Context: an optimization exercise on an open-source flow, tuned for small area, a short achievable clock period and few clock cycles per item. The choices shown serve that exercise and are no tape-out recipe.
In this exercise RTL edits were held to simulation tests only and were not proved equivalent to the original.
Power and IR drop assume default switching activity.

## sorted_priority_queue
module sorted_priority_queue (
  input  logic                                clk_i,
  input  logic                                rst_ni,
  input  logic                                start,
  output logic                                busy,
  input  logic [spq_pkg::CMD_W-1:0]           cmd_i,
  input  logic [spq_pkg::PAYLOAD_W-1:0]       payload_i,
  input  logic signed [spq_pkg::PRIO_IN_W-1:0] priority_req_i,
  output logic                                done_o,
  output logic [spq_pkg::DOUT_W-1:0]          data_out_o,
  output logic [spq_pkg::COUNT_W-1:0]         count_o,
  output logic [spq_pkg::STATUS_W-1:0]        status_o
);
Settings: LEC_CHECK=0, ABC_AREA=1, CAP_MARGIN=20, CORE_MARGIN=2, CORE_UTILIZATION=40, CTS_CLUSTER_DIAMETER=80, CTS_CLUSTER_SIZE=25, SETUP_SLACK_MARGIN=2.8, SLEW_MARGIN=20, TNS_END_PERCENT=50; clock period 5.0 ns.
standard.sh (not shown) runs the stock make flow with config.mk's settings and CLKGATE_MAP_FILE= SYNTH_SCRIPT=/design/flow/synth_recipe.tcl, a recipe that flattens the netlist after the stock synthesis.
==> flow/flow/run.sh <==
#!/bin/bash
# Layout flow: the standard flow (standard synthesis unchanged), with the
# port buffers made of plain buf_4 cells instead of the delay cells that
# buffer_ports picks by default. Every input and output port still gets its
# buffer; nothing else changes.
set -uo pipefail
export BUFFER_PORTS_ARGS="-buffer_cell sky130_fd_sc_hd__buf_4"
bash standard.sh finish > standard_flow.log 2>&1
status=$?
tail -n 20 standard_flow.log
exit $status
The starting point passed the timing, design-rule and antenna checks.
Testbench counts at the start, summed over its fixed seeds: cycles 16,008, items 16,000.
Edit:
- CORE_UTILIZATION: 40 -> 55
- PLACE_DENSITY: unset -> 0.65
- SETUP_SLACK_MARGIN: 2.8 -> 2.9
- TNS_END_PERCENT: 50 -> 25
After rerunning: Total power went down slightly. Die area shrinks by a quarter to a third. Sequential power goes down slightly. Non-clock buffer count rises by 31. Worst setup slack gets better by 0.086 ns.
Edit:
- ABC_AREA: 1 -> unset
- ABC_CLOCK_PERIOD_IN_PS: unset -> 2000
- CORE_UTILIZATION: 55 -> 40
- PLACE_DENSITY: 0.65 -> unset
- SETUP_SLACK_MARGIN: 2.9 -> 2.8
Synthesized cell count shrinks by 26%.
Wire length is about the same.
Area after synthesis shrinks by 0.98%.
Via count shrinks by 12%.
Combinational power grows by 60%.
Power grows by 13%.
Die area grows by 36%.
Cell count shrinks by 15%.
Utilization shrinks by 16 points.
Worst setup slack degrades by 0.13 ns.
Non-clock buffer count grows by 24.
Edit:
- ABC_AREA: unset -> 1
- ABC_CLOCK_PERIOD_IN_PS: 2000 -> unset
- CORE_UTILIZATION: 40 -> 55
- PLACE_DENSITY: unset -> 0.65
- SETUP_SLACK_MARGIN: 2.8 -> 3.0
After rerunning:
- The new run ran to the end with no violations
- hold slack is about the same
- clock power went down by about 1%
- final area fell by 0.41%
- core utilization increases by 17 points
- routed wire length rose by 2.0%
- flip-flop and latch count does not change

* * *

The RTL this note starts from:
==> flow/design.v <==
package spq_pkg;
  localparam int unsigned DEPTH      = 16;
  localparam int unsigned DATA_WIDTH = 32;
  localparam int unsigned PRIO_WIDTH = 16;
  localparam int unsigned CNT_W      = $clog2(DEPTH + 1);
  localparam int unsigned CMD_W      = 2;
  localparam int unsigned PAYLOAD_W  = 32;
  localparam int unsigned PRIO_IN_W  = 16;
  localparam int unsigned DOUT_W     = 32;
  localparam int unsigned COUNT_W    = 5;
  localparam int unsigned STATUS_W   = 2;
  localparam logic [CMD_W-1:0] CMD_INSERT = 2'd0;
  localparam logic [CMD_W-1:0] CMD_REMOVE = 2'd1;
  localparam logic [CMD_W-1:0] CMD_PEEK   = 2'd2;
  localparam logic [STATUS_W-1:0] ST_OK    = 2'd0;
  localparam logic [STATUS_W-1:0] ST_FULL  = 2'd1;
  localparam logic [STATUS_W-1:0] ST_EMPTY = 2'd2;
  typedef struct packed {
    logic        [DATA_WIDTH-1:0] payload;
    logic signed [PRIO_WIDTH-1:0] prio;
  } entry_t;
  typedef struct packed {
    logic insert;
    logic remove;
  } cell_ctrl_t;
endpackage
module spq_cell (
  input  logic                clk_i,
  input  logic                we_i,
  input  spq_pkg::entry_t     new_entry_i,
  output logic [spq_pkg::DATA_WIDTH-1:0] payload_o,
  output logic                le_o
);
  localparam int unsigned W = spq_pkg::PRIO_WIDTH;
  spq_pkg::entry_t entry_q;
  logic [W-1:0]    a, b;
  assign a = {~entry_q.prio[W-1], entry_q.prio[W-2:0]};
  assign b = {~new_entry_i.prio[W-1], new_entry_i.prio[W-2:0]};
  logic [W-1:0]   g0, p0;
  logic [W/2-1:0] g1, p1;
  logic [W/4-1:0] g2, p2;
  logic [W/8-1:0] g3, p3;
  assign g0 = b & ~a;
  assign p0 = b | ~a;
  for (genvar k = 0; k < W/2; k++) begin : g_l1
    assign g1[k] = g0[2*k+1] | (p0[2*k+1] & g0[2*k]);
    assign p1[k] = g0[2*k+1] | (p0[2*k+1] & p0[2*k]);
  end
  for (genvar k = 0; k < W/4; k++) begin : g_l2
    assign g2[k] = g1[2*k+1] | (p1[2*k+1] & g1[2*k]);
    assign p2[k] = g1[2*k+1] | (p1[2*k+1] & p1[2*k]);
  end
  for (genvar k = 0; k < W/8; k++) begin : g_l3
    assign g3[k] = g2[2*k+1] | (p2[2*k+1] & g2[2*k]);
    assign p3[k] = g2[2*k+1] | (p2[2*k+1] & p2[2*k]);
  end
  assign le_o = g3[1] | (p3[1] & p3[0]);
  always_ff @(posedge clk_i) begin
    if (we_i) entry_q <= new_entry_i;
  end
  assign payload_o = entry_q.payload;
endmodule
module sorted_priority_queue (
  input  logic                                clk_i,
  input  logic                                rst_ni,
  input  logic                                start,
  output logic                                busy,
  input  logic [spq_pkg::CMD_W-1:0]           cmd_i,
  input  logic [spq_pkg::PAYLOAD_W-1:0]       payload_i,
  input  logic signed [spq_pkg::PRIO_IN_W-1:0] priority_req_i,
  output logic                                done_o,
  output logic [spq_pkg::DOUT_W-1:0]          data_out_o,
  output logic [spq_pkg::COUNT_W-1:0]         count_o,
  output logic [spq_pkg::STATUS_W-1:0]        status_o
);
  localparam int unsigned Depth = spq_pkg::DEPTH;
  localparam int unsigned CntW  = spq_pkg::CNT_W;
  localparam int unsigned IdxW  = $clog2(Depth);
  logic                           accept;
  logic                           full, empty;
  logic                           ins1, rem1, rd1;
  spq_pkg::entry_t                new_entry;
  logic [spq_pkg::DATA_WIDTH-1:0] slot_pay [Depth];
  logic [Depth-1:0]               slot_le;
  logic [Depth-1:0]               slot_we;
  logic [CntW-1:0]                count_q, count_d;
  logic [spq_pkg::STATUS_W-1:0]   status_d;
  logic                           done2_q;
  logic                           ins2_q, rem2_q, rd2_q;
  logic [Depth-1:0]               le_q;
  logic [spq_pkg::STATUS_W-1:0]   status2_q;
  logic [IdxW-1:0]                order_q [Depth];
  logic [IdxW-1:0]                order_d [Depth];
  logic [IdxW-1:0]                free_slot;
  logic [Depth-1:0]               ahead;
  logic                           done_q;
  logic [spq_pkg::DOUT_W-1:0]     data_q;
  logic [spq_pkg::STATUS_W-1:0]   status_q;
  logic [CntW-1:0]                count_out_q;
  logic                           start_q;
  logic [spq_pkg::CMD_W-1:0]      cmd_q;
  logic [spq_pkg::PAYLOAD_W-1:0]  payload_q;
  logic [spq_pkg::PRIO_IN_W-1:0]  prio_q;
  assign busy   = 1'b0;
  always_ff @(posedge clk_i or negedge rst_ni) begin
    if (!rst_ni) begin
      start_q <= 1'b0;
    end else begin
      start_q <= start && !busy;
    end
  end
  always_ff @(posedge clk_i) begin
    cmd_q     <= cmd_i;
    payload_q <= payload_i;
    prio_q    <= priority_req_i;
  end
  assign accept = start_q;
  assign full   = (count_q == CntW'(Depth));
  assign empty  = (count_q == '0);
  assign new_entry.payload = spq_pkg::DATA_WIDTH'(payload_q);
  assign new_entry.prio    = spq_pkg::PRIO_WIDTH'(prio_q);
  always_comb begin
    ins1     = 1'b0;
    rem1     = 1'b0;
    rd1      = 1'b0;
    count_d  = count_q;
    status_d = spq_pkg::ST_OK;
    if (accept) begin
      unique case (cmd_q)
        spq_pkg::CMD_INSERT: begin
          if (full) begin
            status_d = spq_pkg::ST_FULL;
          end else begin
            ins1    = 1'b1;
            count_d = count_q + 1'b1;
          end
        end
        spq_pkg::CMD_REMOVE, spq_pkg::CMD_PEEK: begin
          if (empty) begin
            status_d = spq_pkg::ST_EMPTY;
          end else begin
            rd1 = 1'b1;
            if (cmd_q == spq_pkg::CMD_REMOVE) begin
              rem1    = 1'b1;
              count_d = count_q - 1'b1;
            end
          end
        end
        default: begin
        end
      endcase
    end
  end
  always_comb begin
    if (ins2_q)      free_slot = order_q[Depth-2];
    else if (rem2_q) free_slot = order_q[0];
    else             free_slot = order_q[Depth-1];
  end
  for (genvar j = 0; j < Depth; j++) begin : g_slot
    assign slot_we[j] = !full && (free_slot == IdxW'(j));
    spq_cell u_cell (
      .clk_i       (clk_i),
      .we_i        (slot_we[j]),
      .new_entry_i (new_entry),
      .payload_o   (slot_pay[j]),
      .le_o        (slot_le[j])
    );
  end
  always_ff @(posedge clk_i or negedge rst_ni) begin
    if (!rst_ni) begin
      count_q  <= '0;
      done2_q  <= 1'b0;
      ins2_q   <= 1'b0;
      rem2_q   <= 1'b0;
      rd2_q    <= 1'b0;
    end else begin
      count_q  <= count_d;
      done2_q  <= accept;
      ins2_q   <= ins1;
      rem2_q   <= rem1;
      rd2_q    <= rd1;
    end
  end
  always_ff @(posedge clk_i) begin
    le_q      <= slot_le;
    status2_q <= status_d;
  end
  for (genvar i = 0; i < Depth; i++) begin : g_pos
    assign ahead[i] = le_q[order_q[i]] && (count_out_q > CntW'(i));
    logic prev_ahead;
    if (i == 0) begin : g_first
      assign prev_ahead = 1'b1;
    end else begin : g_rest
      assign prev_ahead = ahead[i-1];
    end
    always_comb begin
      order_d[i] = order_q[i];
      if (ins2_q) begin
        if (!ahead[i]) begin
          if (prev_ahead) begin
            order_d[i] = order_q[Depth-1];
          end else begin
            order_d[i] = order_q[(i+Depth-1) % Depth];
          end
        end
      end else if (rem2_q) begin
        order_d[i] = order_q[(i+1) % Depth];
      end
    end
    always_ff @(posedge clk_i or negedge rst_ni) begin
      if (!rst_ni) begin
        order_q[i] <= IdxW'(i);
      end else begin
        order_q[i] <= order_d[i];
      end
    end
  end
  always_ff @(posedge clk_i or negedge rst_ni) begin
    if (!rst_ni) begin
      done_q <= 1'b0;
    end else begin
      done_q <= done2_q;
    end
  end
  always_ff @(posedge clk_i) begin
    data_q      <= rd2_q ? spq_pkg::DOUT_W'(slot_pay[order_q[0]]) : '0;
    status_q    <= status2_q;
    count_out_q <= count_q;
  end
  assign done_o     = done_q;
  assign data_out_o = data_q;
  assign status_o   = status_q;
  assign count_o    = spq_pkg::COUNT_W'(count_out_q);
endmodule
clock: 5.0 ns
lec_check: 0
abc_clock_period_in_ps: 2000
cap_margin: 20
core_margin: 2
core_utilization: 40
cts_cluster_diameter: 100
cts_cluster_size: 30
setup_slack_margin: 2.6
slew_margin: 20
tns_end_percent: 5
run.sh (not shown) runs the stock make flow with config.mk's settings and CLKGATE_MAP_FILE= SYNTH_SCRIPT=/design/flow/synth_recipe.tcl, a recipe that flattens the netlist after the stock synthesis.
Stock flow here: none of the scripts above is used.
Testbench counts at the start, summed over its fixed seeds: cycles 16,016, items 16,000.
Change:
Settings changed: SETUP_SLACK_MARGIN 2.6 to 2.8, TNS_END_PERCENT 5 to unset.
What happened: Setup slack gets better by 0.26 ns; wire length climbs by 18%; fmax increases by 11%; clock power came out lower by about 2%; hold slack degrades by 0.0049 ns; via count climbs by 8.2%; global-route usage is higher by 2.1 points; combinational power rose by 43%.

-- static timing again, ports no longer ideal --
The results above use ideal ports. As a check the final layouts listed here were re-extracted and re-timed, cells and wires unchanged. Step 1 (the two cells are an assumption about what drives the block):
set clk [get_ports {clk_i}]
set_driving_cell -lib_cell sky130_fd_sc_hd__clkbuf_16 $clk
set_driving_cell -lib_cell sky130_fd_sc_hd__buf_2 [delete_from_list [all_inputs] $clk]
Step 2 adds t to the input delays and takes it off the output delays; t is the mean of the earliest and latest rising clock arrival at the registers after step 1. Input paths then give back, and output paths get back, about the clock's delay inside the block. Three values: ideal ports, drivers, drivers and shift; two values: the first two.
| run | t (ns) | slack for setup (ns) | latest minus earliest clock arrival (ns) | slew at the worst register clock pin (ns) | worst data-port slew with drivers (ns) |
|---|---|---|---|---|---|
| the first run of note 1 | 0.744 | 2.718 / 2.695 / 2.242 | 0.052 / 0.052 | 0.10 / 0.10 | 0.14 |
| the second run of note 1 | 0.701 | 2.804 / 2.756 / 2.272 | 0.060 / 0.060 | 0.10 / 0.10 | 0.10 |
| the third run of note 1 | 0.730 | 2.671 / 2.599 / 1.981 | 0.049 / 0.049 | 0.10 / 0.10 | 0.17 |
| the fourth run of note 1 | 0.709 | 2.841 / 2.771 / 2.398 | 0.051 / 0.051 | 0.10 / 0.10 | 0.11 |
| the first run of note 2 | 0.720 | 2.391 / 2.326 / 2.480 | 0.071 / 0.071 | 0.12 / 0.12 | 0.07 |
| the second run of note 2 | 0.740 | 2.648 / 2.648 / 2.648 | 0.093 / 0.093 | 0.12 / 0.12 | 0.06 |
After both steps every run listed still meets setup and hold. The setup slack of the third run of note 1, which loses most, moves by -0.072 ns with the drivers and by -0.690 ns with both steps.
